From an optimization exercise on the open Yosys and OpenROAD flow, aimed at small area and few clock cycles; shortcuts taken in it are not production practice. Only simulation tests tie the RTL to the original design; equivalence was not proved. Power and IR drop assume default switching activity.

## rda_top
module rda_top #(
    parameter  int MEM_BYTES      = rda_cfg_pkg::DEF_MEM_BYTES,
    parameter  int KER_BYTES      = rda_cfg_pkg::DEF_KER_BYTES,
    parameter  int ALIGN_BITS     = rda_cfg_pkg::DEF_ALIGN_BITS,
    parameter  int MEM_FIFO_DEPTH = rda_cfg_pkg::DEF_MEM_FIFO_DEPTH,
    parameter  int CMD_FIFO_DEPTH = rda_cfg_pkg::DEF_CMD_FIFO_DEPTH,
    parameter  int OUT_FIFO_DEPTH = rda_cfg_pkg::DEF_OUT_FIFO_DEPTH,
    localparam int INTRA_W        = $clog2(MEM_BYTES)
) (
    input  wire                    clock,
    input  wire                    aclrn,
    input  wire                    i_mem_valid,
    input  wire  [8*MEM_BYTES-1:0] i_mem_data,
    input  wire                    i_cmd_valid,
    input  wire  [INTRA_W-1:0]     i_cmd_addr,
    output logic                   o_cmd_almost_full,
    output logic                   o_valid,
    output logic [8*KER_BYTES-1:0] o_data,
    input  wire                    i_stall
);
Size: about 3800 cells after synthesis, roughly 2100 flip-flops, roughly 110 I/O pins, about 0.076 mm^2 of cells after synthesis.
==> flow/config.mk <==
export PLATFORM = sky130hd
export DESIGN_NAME = rda_top
export DESIGN_NICKNAME = rda_top
export VERILOG_FILES = /design/flow/design.v
export SDC_FILE = /design/flow/constraint.sdc
export NUM_CORES = 4
export LEC_CHECK = 0
export CAP_MARGIN = 0
export CORE_MARGIN = 2
export CORE_UTILIZATION = 50
export GPL_TIMING_DRIVEN = 0
export PLACE_DENSITY = 0.85
export SLEW_MARGIN = 0
==> flow/constraint.sdc <==
create_clock -name core_clock -period 5.0 [get_ports {clock}]
set_input_delay 1.0000 -clock core_clock [delete_from_list [all_inputs] [get_ports {clock}]]
set_output_delay 1.0000 -clock core_clock [all_outputs]
set_load 0.01 [all_outputs]
standard.sh (not shown) runs the stock make flow with config.mk's settings and CLKGATE_MAP_FILE= SYNTH_SCRIPT=/design/flow/synth_recipe.tcl, a recipe that flattens the netlist after the stock synthesis.
==> flow/flow/run.sh <==
#!/bin/bash
# Own layout flow: the standard ORFS flow with these changes:
#  - synthesis maps the logic with an area-oriented ABC script (flow/abc_area.script);
#    Yosys's register inference and naming are untouched
#  - clock tree synthesis inserts no dummy loads and clusters more sinks per leaf buffer
#  - ports are buffered with the smallest buffer
# Each step's full output goes to ORFS's own logs under orfs/logs (copied to orfs_logs at the
# end), and make's output to flow_make.log in this folder.
set -euo pipefail
W=$(pwd)
trap 'cp -r "$W/orfs/logs" "$W/orfs_logs" 2>/dev/null || true' EXIT
{ cat "$W/flow/abc_override.tcl"; cat "$W/synth_recipe.tcl"; } > "$W/my_synth.tcl"
bash "$W/standard.sh" \
  SYNTH_SCRIPT="$W/my_synth.tcl" \
  MY_ABC_SCRIPT="$W/flow/abc_area.script" \
  CTS_ARGS="-sink_clustering_enable -repair_clock_nets -dont_use_dummy_load -buf_list sky130_fd_sc_hd__clkbuf_16 -sink_clustering_size 28 -sink_clustering_max_diameter 80" \
  BUFFER_PORTS_ARGS="-buffer_cell sky130_fd_sc_hd__buf_1" \
  finish > "$W/flow_make.log" 2>&1
==> flow/flow/abc_area.script <==
strash
dc2
strash
&get -n
&dch -f
&nf -R 1000
&put
==> flow/flow/abc_override.tcl <==
# maps logic with flow/abc_area.script in place of ORFS's ABC script; everything else,
# registers included, is the standard synthesis
proc abc {args} {
  set i [lsearch $args -script]
  if {$i >= 0 && [info exists ::env(MY_ABC_SCRIPT)]} {
    lset args [expr {$i + 1}] $::env(MY_ABC_SCRIPT)
  }
  yosys abc {*}$args
}
The starting point reached the layout checks and failed them: max-capacitance violations, max-slew violations.
Testbench counts at the start, summed over its fixed seeds: cycles 5,767.
Rerun with:
Settings changed: PLACE_DENSITY 0.85 to default.
Outcome: This time the run finished clean. Synthesized cell count is unchanged. First-iteration DRC count shrinks by 27%. Clock-buffer cell count is higher by 10. Cell area grows by 1.0%. Combinational power climbs by about 3%. Total power grows by 1.6%. Setup slack gets better by 270 ps. Maximum frequency rose by 6.0%. Die area stays the same.
Rerun with:
--- a/flow/flow/run.sh
+++ b/flow/flow/run.sh
@@ -5,4 +5,6 @@
 #  - clock tree synthesis inserts no dummy loads and clusters more sinks per leaf buffer
 #  - ports are buffered with the smallest buffer
+#  - after global routing, gates off the critical paths are sized down (RECOVER_POWER),
+#    and slew, capacitance and timing are repaired again after that (flow/grt_hook.tcl)
 # Each step's full output goes to ORFS's own logs under orfs/logs (copied to orfs_logs at the
 # end), and make's output to flow_make.log in this folder.
@@ -16,3 +18,5 @@
   CTS_ARGS="-sink_clustering_enable -repair_clock_nets -dont_use_dummy_load -buf_list sky130_fd_sc_hd__clkbuf_16 -sink_clustering_size 28 -sink_clustering_max_diameter 80" \
   BUFFER_PORTS_ARGS="-buffer_cell sky130_fd_sc_hd__buf_1" \
+  RECOVER_POWER=100 \
+  PRE_GLOBAL_ROUTE_TCL="$W/flow/grt_hook.tcl" \
   finish > "$W/flow_make.log" 2>&1
==> flow/flow/grt_hook.tcl (new file) <==
# Sourced by ORFS's global_route.tcl before global routing (PRE_GLOBAL_ROUTE_TCL).
# ORFS sizes gates down (recover_power) as the last change before detailed routing, with no
# repair after it; this runs the usual slew, capacitance and timing repair after it too.
proc recover_power_helper { } {
  if { $::env(RECOVER_POWER) == 0 } {
    return
  }
  log_cmd repair_timing -verbose -recover_power $::env(RECOVER_POWER)
  repair_design_helper
  log_cmd detailed_placement
  log_cmd estimate_parasitics -global_routing
  repair_timing_helper
  log_cmd detailed_placement
  report_tns
  report_wns
}
Settings changed: PLACE_DENSITY from default to 0.85.
Effect:
- Now the flow reached the layout checks and failed them: max-capacitance violations, negative setup slack
- final cell count is lower slightly
- count of clock-buffer cells in the layout is lower by 10
- routed wire length is lower by a few percent
- clock skew is higher by 8.9 ps
- die area is unchanged
- non-clock buffer count is lower by 22
- sequential power hardly moves
- cell area is lower slightly
Rerun with:
--- a/flow/flow/run.sh
+++ b/flow/flow/run.sh
@@ -5,6 +5,4 @@
 #  - clock tree synthesis inserts no dummy loads and clusters more sinks per leaf buffer
 #  - ports are buffered with the smallest buffer
-#  - after global routing, gates off the critical paths are sized down (RECOVER_POWER),
-#    and slew, capacitance and timing are repaired again after that (flow/grt_hook.tcl)
 # Each step's full output goes to ORFS's own logs under orfs/logs (copied to orfs_logs at the
 # end), and make's output to flow_make.log in this folder.
@@ -18,5 +16,3 @@
   CTS_ARGS="-sink_clustering_enable -repair_clock_nets -dont_use_dummy_load -buf_list sky130_fd_sc_hd__clkbuf_16 -sink_clustering_size 28 -sink_clustering_max_diameter 80" \
   BUFFER_PORTS_ARGS="-buffer_cell sky130_fd_sc_hd__buf_1" \
-  RECOVER_POWER=100 \
-  PRE_GLOBAL_ROUTE_TCL="$W/flow/grt_hook.tcl" \
   finish > "$W/flow_make.log" 2>&1
Settings changed: CAP_MARGIN 0 to 5, SLEW_MARGIN 0 to 5.
removed: flow/flow/grt_hook.tcl
Effect: This time the run ran to the end with no violations. Synthesized cell count stays the same. Sequential power hardly moves. Via count is about the same. Core utilization rose by 0.42 points. Clock skew rose by 17 ps. Setup slack is better by 320 ps. Power rose by 0.65%. Non-clock buffer count rose by 4. Global-route usage is about the same.

[what the ideal ports hide]
The flow's constraints put no driver on any port. The routed layouts listed below were extracted and timed again, unchanged, in two steps. Step 1 (the two cells are an assumption about what drives the block):
set clk [get_ports {clock}]
set_driving_cell -lib_cell sky130_fd_sc_hd__clkbuf_16 $clk
set_driving_cell -lib_cell sky130_fd_sc_hd__buf_2 [delete_from_list [all_inputs] $clk]
Step 2 moves the port delays by t, midway between the first and last clock arrival at a register: inputs arrive t later, outputs are due t later. That takes back most of the time a late clock gives input paths. a / b / c = ideal / step 1 / step 2; a / b = the first two.
run | t (ns) | slack for setup (ns) | worst register clock-pin slew, ns
the first run | 0.790 | 0.205 / 0.205 / 0.205 | 0.12 / 0.12
the second run | 0.790 | 0.478 / 0.478 / 0.478 | 0.11 / 0.11
the third run | 0.785 | -0.001 / -0.001 / -0.407 | 0.11 / 0.11
the fourth run | 0.773 | 0.321 / 0.321 / 0.321 | 0.11 / 0.11
The setup slack of the third run, which loses most, moves by 0.000 ns with the drivers and by -0.406 ns with both steps.
